What follows belongs to an exercise in optimizing a design on an open flow for small area, a short achievable clock period and few clock cycles; a production flow would make more cautious choices.
In this exercise RTL edits were held to simulation tests only and were not proved equivalent to the original.
Power is estimated from default activity; no workload was simulated.

**design/flow/config.mk**
```make
export PLATFORM = sky130hd
export DESIGN_NAME = kitten_tile_top
export DESIGN_NICKNAME = kitten_tile_top
export VERILOG_FILES = /design/flow/design.v
export SDC_FILE = /design/flow/constraint.sdc
export NUM_CORES = 4
export LEC_CHECK = 0
export CAP_MARGIN = 20
export CORE_MARGIN = 2
export CORE_UTILIZATION = 40
export SLEW_MARGIN = 20
```
**design/flow/constraint.sdc**
```tcl
create_clock -name core_clock -period 10.0 [get_ports {clk}]
set_input_delay 2.0000 -clock core_clock [delete_from_list [all_inputs] [get_ports {clk}]]
set_output_delay 2.0000 -clock core_clock [all_outputs]
set_load 0.01 [all_outputs]
```
**design/flow/design.v**
```verilog
`timescale 1ns/1ps
module kitten_tile_top (
    input  logic                                clk,
    input  logic                                rst_n,
    input  logic                                psel,
    input  logic                                penable,
    input  logic                                pwrite,
    input  logic [8-1:0]      paddr,
    input  logic [32-1:0]      pwdata,
    output logic                                pready,
    output logic [32-1:0]      prdata,
    output logic                                pslverr,
    input  logic                                tick_start,
    output logic                                tick_done,
    input  logic [3-1:0]          activity_hint,
    input  logic [16-1:0]        thresh_base,
    input  logic [8-1:0]         thresh_scale,
    input  logic [4*8-1:0] layer_key,
    output logic [4-1:0]              spike_out,
    output logic                                spike_valid,
    output logic [4*8-1:0] axis_state_out,
    output logic                                axis_write_en,
    output logic [3-1:0]          max_active_idx,
    output logic                                early_exit_flag
);
    localparam int LANES = 4;
    localparam int DEPTH = 8;
    localparam int V     = 16;
    localparam int W     = 8;
    localparam int SLOTS = LANES * DEPTH;
    localparam int SUM_W = V + 3;
    localparam int PROD_W = 16 + 8;
    assign pready  = 1'b1;
    assign prdata  = '0;
    assign pslverr = 1'b0;
    logic             wr_acc_q;
    logic [4:0]       wr_slot_q;
    logic             upd_q;
    logic [1:0]       upd_lane_q;
    logic [V-1:0]     new_q;
    logic [V-1:0]     old_q;
    logic             consume;
    always_ff @(posedge clk or negedge rst_n) begin
        if (!rst_n) begin
            wr_acc_q <= 1'b0;
            upd_q    <= 1'b0;
        end else begin
            wr_acc_q <= psel & ~penable & pwrite;
            upd_q    <= wr_acc_q;
        end
    end
    always_ff @(posedge clk) begin
        wr_slot_q  <= paddr[4:0];
        upd_lane_q <= wr_slot_q[1:0];
        new_q      <= pwdata[V-1:0];
    end
    logic [V-1:0]     bank [SLOTS];
    logic [SLOTS-1:0] nz_q;
    logic [DEPTH-1:0] active;
    for (genvar s = 0; s < SLOTS; s++) begin : g_slot
        always_ff @(posedge clk) begin
            if (wr_acc_q && wr_slot_q == s)
                bank[s] <= pwdata[V-1:0];
        end
    end
    always_ff @(posedge clk or negedge rst_n) begin
        if (!rst_n)
            nz_q <= '0;
        else if (consume)
            nz_q <= '0;
        else if (wr_acc_q)
            nz_q[wr_slot_q] <= |pwdata[V-1:0];
    end
    for (genvar w = 0; w < DEPTH; w++) begin : g_act
        assign active[w] = |nz_q[w*LANES +: LANES];
    end
    always_ff @(posedge clk)
        old_q <= nz_q[wr_slot_q] ? bank[wr_slot_q] : '0;
    logic [SUM_W-1:0] sum_q [LANES];
    logic [SUM_W-1:0] sum_upd;
    assign sum_upd = sum_q[upd_lane_q] + {{(SUM_W-V){1'b0}}, new_q}
                                       - {{(SUM_W-V){1'b0}}, old_q};
    for (genvar l = 0; l < LANES; l++) begin : g_sum
        always_ff @(posedge clk or negedge rst_n) begin
            if (!rst_n)
                sum_q[l] <= '0;
            else if (consume)
                sum_q[l] <= '0;
            else if (upd_q && upd_lane_q == l)
                sum_q[l] <= sum_upd;
        end
    end
    logic st1_q, st2_q, done_q;
    always_ff @(posedge clk or negedge rst_n) begin
        if (!rst_n) begin
            st1_q  <= 1'b0;
            st2_q  <= 1'b0;
            done_q <= 1'b0;
        end else begin
            st1_q  <= tick_start;
            st2_q  <= st1_q;
            done_q <= st2_q;
        end
    end
    assign consume       = st2_q;
    assign tick_done     = done_q;
    assign spike_valid   = done_q;
    assign axis_write_en = done_q;
    logic                          seen_q;
    logic [16-1:0]  base_q;
    logic [8-1:0]   scale_q;
    logic [DEPTH-1:0]              below;
    for (genvar w = 0; w < DEPTH; w++) begin : g_below
        assign below[w] = (w < activity_hint);
    end
    always_ff @(posedge clk) begin
        seen_q  <= |(active & below);
        base_q  <= thresh_base;
        scale_q <= thresh_scale;
    end
    logic [PROD_W-1:0] prod;
    logic [V:0]        thr_q;
    logic [V:0]        n_q [LANES];
    logic [V-1:0]      mem_q [LANES];
    assign prod = base_q * scale_q;
    always_ff @(posedge clk)
        thr_q <= prod[PROD_W-1:7];
    for (genvar l = 0; l < LANES; l++) begin : g_lane
        logic [V-1:0] leak;
        logic [V-1:0] cur;
        logic         spk;
        assign leak = mem_q[l] - (mem_q[l] >> 3);
        assign cur  = !seen_q ? '0 :
                      (|sum_q[l][SUM_W-1:V]) ? '1 : sum_q[l][V-1:0];
        always_ff @(posedge clk)
            n_q[l] <= {1'b0, leak} + {1'b0, cur};
        assign spk = (n_q[l] >= thr_q);
        always_ff @(posedge clk or negedge rst_n) begin
            if (!rst_n)
                mem_q[l] <= '0;
            else if (st2_q)
                mem_q[l] <= spk ? '0 : (n_q[l][V] ? '1 : n_q[l][V-1:0]);
        end
        always_ff @(posedge clk) begin
            if (st2_q) begin
                spike_out[l] <= spk;
                axis_state_out[l*W +: W] <= spk ? 8'(layer_key[l*W +: W] * 8'd127) : '0;
            end
        end
    end
    logic [3-1:0] top_idx;
    always_comb begin
        top_idx = '0;
        for (int w = 0; w < DEPTH; w++)
            if (active[w])
                top_idx = w[3-1:0];
    end
    always_ff @(posedge clk) begin
        if (st2_q) begin
            early_exit_flag <= ~seen_q;
            max_active_idx  <= seen_q ? top_idx : '0;
        end
    end
endmodule
```
**design/flow/run.sh**
```bash
#!/bin/bash
# synth_recipe.tcl (not shown) runs the flow's synth.tcl, then flattens the netlist and writes it again
# the make line also repeats each setting of config.mk as NAME=value (left out here)
make -C /OpenROAD-flow-scripts/flow DESIGN_CONFIG=/design/flow/config.mk WORK_HOME=/design/flow/orfs CLKGATE_MAP_FILE= SYNTH_SCRIPT=/design/flow/synth_recipe.tcl finish
```
==> results.yml, run 1 <==
pwr:
  p_seq_frac: 0.326
  p_sw_frac: 0.364
  p_int_mw: 9.02
  combPwrFrac: 0.425
  peakVddDrop_uv: 161
  p_switching_mw: 5.17
  total_power_mw: 14.2
  total_leakage_power_nw: 21.0
  clockPowerShare: 0.249
  power_density_nw_per_um2: 266
final_layout:
  layout-drive-gt1-share: 0.0897
  fillers: 10500
  final_common_cell: "edfxtp_1"
  instances_no_fill: 5794
  antenna-diode-count: 0
  syn2layout_area_growth_pct: 14.1
  mostFrequentLayoutCells: "edfxtp_1, nor2_1, inv_1"
  post-route-cell-area_sq_um: 53400
  fin_util: 0.460
  nets: 4740
global_route:
  overflow: 0
  grt_pass1_wl_um: 205000
  grt_max_degree: 68
  grt_pass1_vias: 32500
  grt.total_usage: 0.226
  antenna_found_initial: 0
placed_design:
  post-dp-hpwl_um: 95500
  placedCellCount: 5616
  portBuffers: 128
  place_area_sq_um: 50300
  pre_cts_ws_ps: 4230
  gp_congestion: 0.902
hold_path:
  hold_end: "st2_q"
  min_path_type: "reg2reg"
  whs_path_depth: 0
  worstHoldStart: "st1_q"
synth:
  synth_edf_count: 552
  yosysSeqAreaShare: 0.513
  synth_area_leader_cell: "edfxtp_1"
  postSynthAreaPerCell_sq_um: 11.7
  synth-async-reset-ratio: 0.202
  synth_area_leaders: "edfxtp_1, dfrtp_1, ha_1"
  synthFlopType: "edfxtp_1"
  netlist_instances: 4003
  synth_seq_cells: 878
  synth_top_area_share: 0.354
  syn_area_sq_um: 46800
  ys_types: 97
  yosys_warnings: 5
cts:
  clock_path_buffers: 3
  cts_made_buffers: 95
  postCtsHoldBufs: 0
  h-tree-depth: 3
  postCtsSetupRepairBufs: 0
  cts-root-buf: "clkbuf_16"
  cts.clk_slew.worst_paths_ps: 60
  cts_tree: "done"
  clock_sink_count: 878
  clkLatencyLatePin_ps: 700
  ctsResizeCount: 0
die:
  core_region_area_sq_um: 116000
  design.die.area_sq_um: 120000
  rows: 125
  initial_utilization: 0.403
  die_h_um: 346
  io_pins: 182
  dieWidth_um: 346
timing:
  period_needed_ps: 5070
  holdWs_ps: 350
  maxSlewViolCount: 0
  rsz0062_at_grt: "no"
  clock.fmax_ghz: 0.197
  hold_viol_final: 0
  skew_ps: 54.5
  finalWorstSetupSlack_ps: 4930
  period_share: 0.507
  worst_slew_pin_slew_ps: 1240
  tns_ps: 0
  max_slew_margin: 0.175
  setup_viol: 0
setup_path:
  crit_type: "in2reg"
  crit-reg2reg-launch: "scale_q[3]"
  crit_path_start_kind: "primary input"
  r2r_end: "thr_q[13]"
  cp_data_arrival_time_ps: 5460
  cp_max_fo: 4
  endpoint_kind: "flip-flop"
  cp.required_ps: 10390
  ff2ff_setup_slack_ps: 5140
  reg2regPathDepth: 13
route:
  finalWirelength_um: 137000
  num_vias: 32900
  drc: 0
  final_antenna_net_count: 0
  first_pass_iters: 5
  wire_per_inst_um: 23.6
  viasPerCell: 5.68
  first_iter_violations: 3193
job:
  maxCapViolations: 0
status:
  outcome: "no timing/DRC/antenna violations"
==> logic make-up (layout without fill, tap and decap cells) <==
logic type               after synthesis  after routing  synth area share
multiplexers                          93             93            0.0291
AO/OA/AOI/OAI                        903            903             0.135
flip-flops                           878            878             0.513
AND/OR/NAND/NOR                     1028           1028             0.104
buffers and inverters                475            710            0.0424
adder cells (fa/ha/maj)              445            445             0.143
XOR/XNOR                             179            179            0.0335
other                                  2             34          0.000160
==> flip-flops by register name, indices dropped and copies added, names as in the netlist, 2 cells and up <==
register,cells
thr_q,17
mem_q,64
bank,512
nz_q,32
old_q,16
spike_out,4
new_q,16
upd_lane_q,2
sum_q,76
base_q,16
max_active_idx,3
wr_slot_q,5
axis_state_out,32
n_q,68
scale_q,8
==> how the worst max path moves through the flow <==
stage,startpoint,end,cells past startpoint
2_1_floorplan,layer_key[3],axis_state_out[7],10
3_3_place_gp,layer_key[3],axis_state_out[7],11
3_5_place_dp,layer_key[4],axis_state_out[7],11
4_1_cts,layer_key[3],axis_state_out[7],11
5_1_grt,layer_key[11],axis_state_out[15],15
6_report,layer_key[4],axis_state_out[7],11
==> per-layer routing <==
metal,global-route usage,routed length [um],up-vias
met1,0.300,55500,16200
met2,0.367,63700,1435
met4,0.0983,6350,0
met5,0,0,-
li1,-,-,14900
met3,0.0353,11300,303
==> synth_stat cells, drive strengths merged (11+ instances only) <==
master and n:
edfxtp 552, nor2 362, inv 298, ha 294, nand2 227, a21oi 195
dfrtp 177, fa 151, dfxtp 149, xnor2 145, o21ai 132, and2 129
a22oi 112, clkbuf 96, buf 81, nor3 80, a21o 64, nand3 56
o22ai 52, mux2i 42, a211oi 38, nor2b 38, a22o 36, xor2 34
a221oi 31, a31oi 30, mux4 29, nand2b 27, mux2 22, a32oi 21
nand4 20, nor4 20, o21a 18, o21bai 18, o211ai 16, o221a 15
or3 14, o31ai 13, or2 11
==> worst max-delay path: stages <==
cell and delay [ps]:
clkdlybuf4s50_1 600, fa_1 480, fa_1 560, inv_1 60, fa_1 540, inv_1 60
fa_1 460, ha_1 340, a21oi_1 170, xnor2_1 140, nor2_1 50
==> cell type report <==
cell class | instances | area (sq um) | area share
Inverter | 298 | 1120 | 0.0209
Multi-Input combinational cell | 2682 | 21200 | 0.397
Clock inverter | 59 | 562 | 0.0105
Timing Repair Buffer | 235 | 2090 | 0.0392
Sequential cell | 878 | 24000 | 0.449
Tap cell | 1524 | 1910 | 0.0357
Clock buffer | 118 | 2550 | 0.0478
==> power by group through the flow <==
stage	Clock [mW]	Sequential [mW]	Combinational, mW
after floorplan	0	4.64	4.49
after global placement	0	4.70	5.91
after detailed placement	0	4.70	6.01
after CTS	3.58	4.63	6.07
after global routing	3.72	4.67	6.78
final	3.53	4.62	6.03
Testbench counts, summed over its fixed seeds: cycles 49,384.
==> run 2, diff against run 1 <==
--- a/design/flow/design.v
+++ b/design/flow/design.v
@@ -80,4 +80,12 @@
     logic [SUM_W-1:0] sum_upd;
-    assign sum_upd = sum_q[upd_lane_q] + {{(SUM_W-V){1'b0}}, new_q}
-                                       - {{(SUM_W-V){1'b0}}, old_q};
+    logic [SUM_W-1:0] u0, u1, u2, us, uc;
+    logic [SUM_W-1:0] sel_q;
+    always_ff @(posedge clk)
+        sel_q <= sum_q[wr_slot_q[1:0]];
+    assign u0 = sel_q;
+    assign u1 = {{(SUM_W-V){1'b0}}, new_q};
+    assign u2 = ~{{(SUM_W-V){1'b0}}, old_q};
+    assign us = u0 ^ u1 ^ u2;
+    assign uc = ((u0 & u1) | (u0 & u2) | (u1 & u2)) << 1;
+    assign sum_upd = us + uc + 1'b1;
     for (genvar l = 0; l < LANES; l++) begin : g_sum
@@ -120,19 +128,62 @@
     end
-    logic [PROD_W-1:0] prod;
-    logic [V:0]        thr_q;
-    logic [V:0]        n_q [LANES];
-    logic [V-1:0]      mem_q [LANES];
-    assign prod = base_q * scale_q;
-    always_ff @(posedge clk)
-        thr_q <= prod[PROD_W-1:7];
+    localparam int PW = PROD_W;
+    localparam int SH = 7;
+    localparam int TW = PW - SH;
+    logic [PW-1:0] pp [8];
+    logic [PW-1:0] r1 [6];
+    logic [PW-1:0] r2 [4];
+    logic [PW-1:0] r3 [3];
+    logic [PW-1:0] ps, pc;
+    for (genvar j = 0; j < 8; j++) begin : g_pp
+        assign pp[j] = scale_q[j] ? (PW'(base_q) << j) : '0;
+    end
+    assign r1[0] = pp[0] ^ pp[1] ^ pp[2];
+    assign r1[1] = ((pp[0] & pp[1]) | (pp[0] & pp[2]) | (pp[1] & pp[2])) << 1;
+    assign r1[2] = pp[3] ^ pp[4] ^ pp[5];
+    assign r1[3] = ((pp[3] & pp[4]) | (pp[3] & pp[5]) | (pp[4] & pp[5])) << 1;
+    assign r1[4] = pp[6];
+    assign r1[5] = pp[7];
+    assign r2[0] = r1[0] ^ r1[1] ^ r1[2];
+    assign r2[1] = ((r1[0] & r1[1]) | (r1[0] & r1[2]) | (r1[1] & r1[2])) << 1;
+    assign r2[2] = r1[3] ^ r1[4] ^ r1[5];
+    assign r2[3] = ((r1[3] & r1[4]) | (r1[3] & r1[5]) | (r1[4] & r1[5])) << 1;
+    assign r3[0] = r2[0] ^ r2[1] ^ r2[2];
+    assign r3[1] = ((r2[0] & r2[1]) | (r2[0] & r2[2]) | (r2[1] & r2[2])) << 1;
+    assign r3[2] = r2[3];
+    assign ps = r3[0] ^ r3[1] ^ r3[2];
+    assign pc = ((r3[0] & r3[1]) | (r3[0] & r3[2]) | (r3[1] & r3[2])) << 1;
+    logic [SH:0]   lo_sum;
+    logic [TW-1:0] ps_q, pc_q;
+    logic          c7_q;
+    assign lo_sum = {1'b0, ps[SH-1:0]} + {1'b0, pc[SH-1:0]};
+    always_ff @(posedge clk) begin
+        ps_q <= ps[PW-1:SH];
+        pc_q <= pc[PW-1:SH];
+        c7_q <= lo_sum[SH];
+    end
+    logic [V:0]   n_q [LANES];
+    logic [V-1:0] mem_q [LANES];
     for (genvar l = 0; l < LANES; l++) begin : g_lane
-        logic [V-1:0] leak;
         logic [V-1:0] cur;
+        logic [V:0]   a0, a1, a2, ns, nc, n_next;
+        logic [V+2:0] b0, b1, b2, bs, bc, diff;
         logic         spk;
-        assign leak = mem_q[l] - (mem_q[l] >> 3);
-        assign cur  = !seen_q ? '0 :
-                      (|sum_q[l][SUM_W-1:V]) ? '1 : sum_q[l][V-1:0];
+        logic [W-1:0] key, kneg;
+        assign cur = !seen_q ? '0 :
+                     (|sum_q[l][SUM_W-1:V]) ? '1 : sum_q[l][V-1:0];
+        assign a0 = {1'b0, mem_q[l]};
+        assign a1 = ~{4'b0, mem_q[l][V-1:3]};
+        assign a2 = {1'b0, cur};
+        assign ns = a0 ^ a1 ^ a2;
+        assign nc = ((a0 & a1) | (a0 & a2) | (a1 & a2)) << 1;
+        assign n_next = ns + nc + 1'b1;
         always_ff @(posedge clk)
-            n_q[l] <= {1'b0, leak} + {1'b0, cur};
-        assign spk = (n_q[l] >= thr_q);
+            n_q[l] <= n_next;
+        assign b0 = {2'b0, n_q[l]};
+        assign b1 = ~{2'b0, ps_q};
+        assign b2 = ~{2'b0, pc_q};
+        assign bs = b0 ^ b1 ^ b2;
+        assign bc = {((b0 & b1) | (b0 & b2) | (b1 & b2)), ~c7_q};
+        assign diff = bs + bc + 1'b1;
+        assign spk = ~diff[V+2];
         always_ff @(posedge clk or negedge rst_n) begin
@@ -143,2 +194,11 @@
         end
+        assign key = layer_key[l*W +: W];
+        for (genvar b = 0; b < W; b++) begin : g_neg
+            if (b == 0)
+                assign kneg[b] = key[0];
+            else if (b == W - 1)
+                assign kneg[b] = key[b] ^ (|key[b-1:0]) ^ key[0];
+            else
+                assign kneg[b] = key[b] ^ (|key[b-1:0]);
+        end
         always_ff @(posedge clk) begin
@@ -146,3 +206,3 @@
                 spike_out[l] <= spk;
-                axis_state_out[l*W +: W] <= spk ? 8'(layer_key[l*W +: W] * 8'd127) : '0;
+                axis_state_out[l*W +: W] <= spk ? kneg : '0;
             end
==> design/flow/flow/run.sh (new file) <==
#!/bin/bash
set -euo pipefail
cd "$(dirname "$0")/.."
bash standard.sh SETUP_SLACK_MARGIN=7 finish > make_finish.log 2>&1 || { tail -n 40 make_finish.log; exit 1; }
tail -n 5 make_finish.log
test -f out/final.def
==> design/flow/standard.sh (new file) <==
#!/bin/bash
# synth_recipe.tcl (not shown) runs the flow's synth.tcl, then flattens the netlist and writes it again
# the make line also repeats each setting of config.mk as NAME=value (left out here)
make -C /OpenROAD-flow-scripts/flow DESIGN_CONFIG=/design/flow/config.mk WORK_HOME=/design/flow/orfs CLKGATE_MAP_FILE= SYNTH_SCRIPT=/design/flow/synth_recipe.tcl "${@:-finish}"
--- a/design/flow/config.mk
+++ b/design/flow/config.mk
@@ -9,3 +9,3 @@
 export CORE_MARGIN = 2
-export CORE_UTILIZATION = 40
+export CORE_UTILIZATION = 60
 export SLEW_MARGIN = 20
removed: design/flow/run.sh
==> results.yml, run 2 <==
status:
  outcome: "no timing/DRC/antenna violations"
cts:
  cts.clk_slew.worst_paths_ps: 60
  cts-root-buf: "clkbuf_16"
  clkLatencyLatePin_ps: 690
  cts_tree: "done"
  clock_sink_count: 914
  h-tree-depth: 3
  cts_made_buffers: 97
  postCtsHoldBufs: 0
  clock_path_buffers: 3
final_layout:
  largest-register: "bank"
  largest_register_ff_count: 512
  multi_input_area_sq_um: 21400
  nets: 4699
  mostFrequentLayoutCells: "edfxtp_1, inv_1, fa_1"
  regArea_sq_um: 24800
  top_regs: "bank x512, sum_q x76, n_q x68"
  layout-drive-gt1-share: 0.205
  post-route-cell-area_sq_um: 56100
  final_common_cell: "edfxtp_1"
  fillers: 5295
  syn2layout_area_growth_pct: 20.7
synth:
  synth_seq_cells: 914
  yosys_warnings: 9
  yosysMostFrequentCell: "edfxtp_1"
  synth_edf_count: 552
  synth_top_area_share: 0.357
  synthFlopType: "edfxtp_1"
  synth_common_cells: "edfxtp_1, inv_1, nor2_1"
  syn_area_sq_um: 46500
  synth_area_leaders: "edfxtp_1, fa_1, dfrtp_1"
  postSynthAreaPerCell_sq_um: 12.0
  ys_types: 87
  netlist_instances: 3885
  yosysSeqAreaShare: 0.532
  synth-async-reset-ratio: 0.194
  synth_area_leader_cell: "edfxtp_1"
setup_path:
  crit_path_start_kind: "flip-flop"
  cp_data_arrival_time_ps: 4060
  crit_type: "reg2reg"
  cp_max_fo: 8
  endpoint_kind: "flip-flop"
  cp.required_ps: 10590
  crit-reg2reg-launch: "sum_q[1][16]"
  startpoint: "sum_q[1][16]"
placed_design:
  gp_congestion: 0.925
  pre_cts_ws_ps: 5420
  portBuffers: 128
  place_area_sq_um: 49300
  post-dp-hpwl_um: 94300
timing:
  max_slew_margin: 0.236
  period_needed_ps: 3470
  maxSlewViolCount: 0
  rsz0062_at_grt: "yes"
  hold_viol_final: 0
  holdWs_ps: 353
  clock.fmax_ghz: 0.288
  worst_slew_pin_slew_ps: 1140
  tns_ps: 0
  skew_ps: 35.2
  finalWorstSetupSlack_ps: 6530
  setup_viol: 0
  period_share: 0.347
global_route:
  gr-usage-met1: 0.442
  grt_pass1_wl_um: 216000
  grt_max_degree: 219
  use_met2: 0.617
  grt.total_usage: 0.370
  antenna_found_initial: 3
  grt_busiest_layer: "met2"
  overflow: 0
  met3_usage: 0.0660
  grt_pass1_vias: 33900
route:
  viasPerCell: 6.37
  final_antenna_net_count: 0
  finalWirelength_um: 148000
  first_pass_iters: 10
  first_iter_violations: 3699
  wire_per_inst_um: 27.9
  drc: 0
  num_vias: 33800
job:
  maxCapViolations: 0
pwr:
  p_sw_frac: 0.364
  total_power_mw: 15.5
  p_switching_mw: 5.63
  clockPowerShare: 0.239
  combPwrFrac: 0.446
  p_int_mw: 9.84
  power_density_nw_per_um2: 276
  peakVddDrop_uv: 222
  total_leakage_power_nw: 21.9
  p_seq_frac: 0.315
hold_path:
  worstHoldStart: "st1_q"
  min_path_type: "reg2reg"
die:
  io_pins: 182
  die_h_um: 282
  rows: 102
  dieWidth_um: 282
  design.die.area_sq_um: 79700
  core_region_area_sq_um: 77100
  initial_utilization: 0.603
==> run 2: changes by cell type in the layout (fill, tap and decap cells not counted), moves of 41 or more <==
cell,delta
a21oi_1,-83
buf_2,+44
buf_4,+49
clkdlybuf4s50_1,-60
fa_1,+60
ha_1,-151
inv_1,+62
mux2i_1,+41
nor2_1,-187
o32ai_1,+49
xnor2_1,-99
==> run 2: cell families after synthesis <==
logic type      Yosys count  synth area share
simple gates            923            0.0997
compound gates          832             0.125
xor+xnor                 80            0.0151
fa+ha+maj               410             0.146
flops                   914             0.532
mux                     120            0.0295
other cells               2          0.000162
buf+inv                 604            0.0529
==> run 2: timing repair <==
item	4_1_cts	5_1_grt
setup endpoints to repair	788	359
gates cloned	16	1
pin swaps	107	104
setup buffers	84	59
gates resized for setup	592	166
==> run 2: layout make-up <==
cell class | instances | share of cell area
clock inverters | 55 | 0.0105
inverters | 399 | 0.0274
repair buffers | 369 | 0.0661
diodes | 1 | 0.0000446
multi-input cells | 2403 | 0.382
flip-flops and latches | 914 | 0.442
clock buffers | 128 | 0.0488
well taps | 1040 | 0.0232
==> run 2: worst paths after layout <==
kind | end | slack [ps] | depth (start not counted)
hold reg to reg | st2_q | 350 | 0
hold / removal | st2_q | 350 | 0
max in group asynchronous | nz_q[20] | 7280 | 2
min in group asynchronous | done_q | 1420 | 1
setup reg to reg | n_q[1][14] | 6530 | 12
setup / recovery | n_q[1][14] | 6530 | 12
==> run 2: worst max-delay path: stages, from the launching register on <==
cell and delay (ps):
dfrtp_1 400, or3_4 510, nor2_4 180, nor2_4 50, fa_1 520, ha_4 230, nor2b_4 130, o21ai_2 140
a21oi_2 100, o41ai_4 440, a31oi_4 170, or4_1 430, nand4_1 100
==> run 2: power by group through the flow <==
stage	logic [mW]	clock network, mW	registers [mW]
final	6.89	3.70	4.87
after global routing	7.60	3.87	4.91
after CTS	6.23	3.72	4.86
after detailed placement	5.39	0	4.94
after global placement	5.12	0	4.93
after floorplan	4.02	0	4.77
==> run 2: routing by layer <==
| layer | wire, um | vias up |
|---|---|---|
| li1 | - | 14500 |
| met1 | 51100 | 16700 |
| met2 | 71700 | 1989 |
| met3 | 13200 | 555 |
| met4 | 12000 | 4 |
| met5 | 27 | - |
==> run 2: stage by stage <==
stage               cells  utilization
finish               5309        0.728
global route         5308        0.728
CTS                  5248        0.714
detailed placement   4965        0.640
global placement     4965        0.639
floorplan            3917            -
Testbench counts of run 2, summed over its fixed seeds: cycles 49,384.

==> port drivers added, routing unchanged <==
In the flow no input, the clock included, has a driving cell. The finished layouts below were timed again as built, in two steps. Step 1 sets driving cells, clkbuf_16 on the clock port and buf_2 on the other inputs (assumed; they add their load-dependent delay and slew). Step 2 adds t to the input delays and takes it off the output delays; t is the mean of the earliest and latest rising clock arrival at the registers after step 1. Input paths then give back, and output paths get back, about the clock's delay inside the block. a / b / c = ideal ports / drivers / drivers and shift; a / b = the first two.
run	shift t [ns]	setup WS [ns]	hold slack, ns	worst setup path after step 2	cell pins on the clock port's net
run 1	0.744	4.928 / 4.954 / 4.210	0.350 / 0.350 / 0.350	input to register	1
run 2	0.742	6.534 / 6.534 / 6.330	0.353 / 0.353 / 0.353	input to register	1
After both steps every run listed still meets setup and hold. For run 1, which loses most, drivers alone change the setup slack by +0.026 ns; drivers and shift together by -0.718 ns.
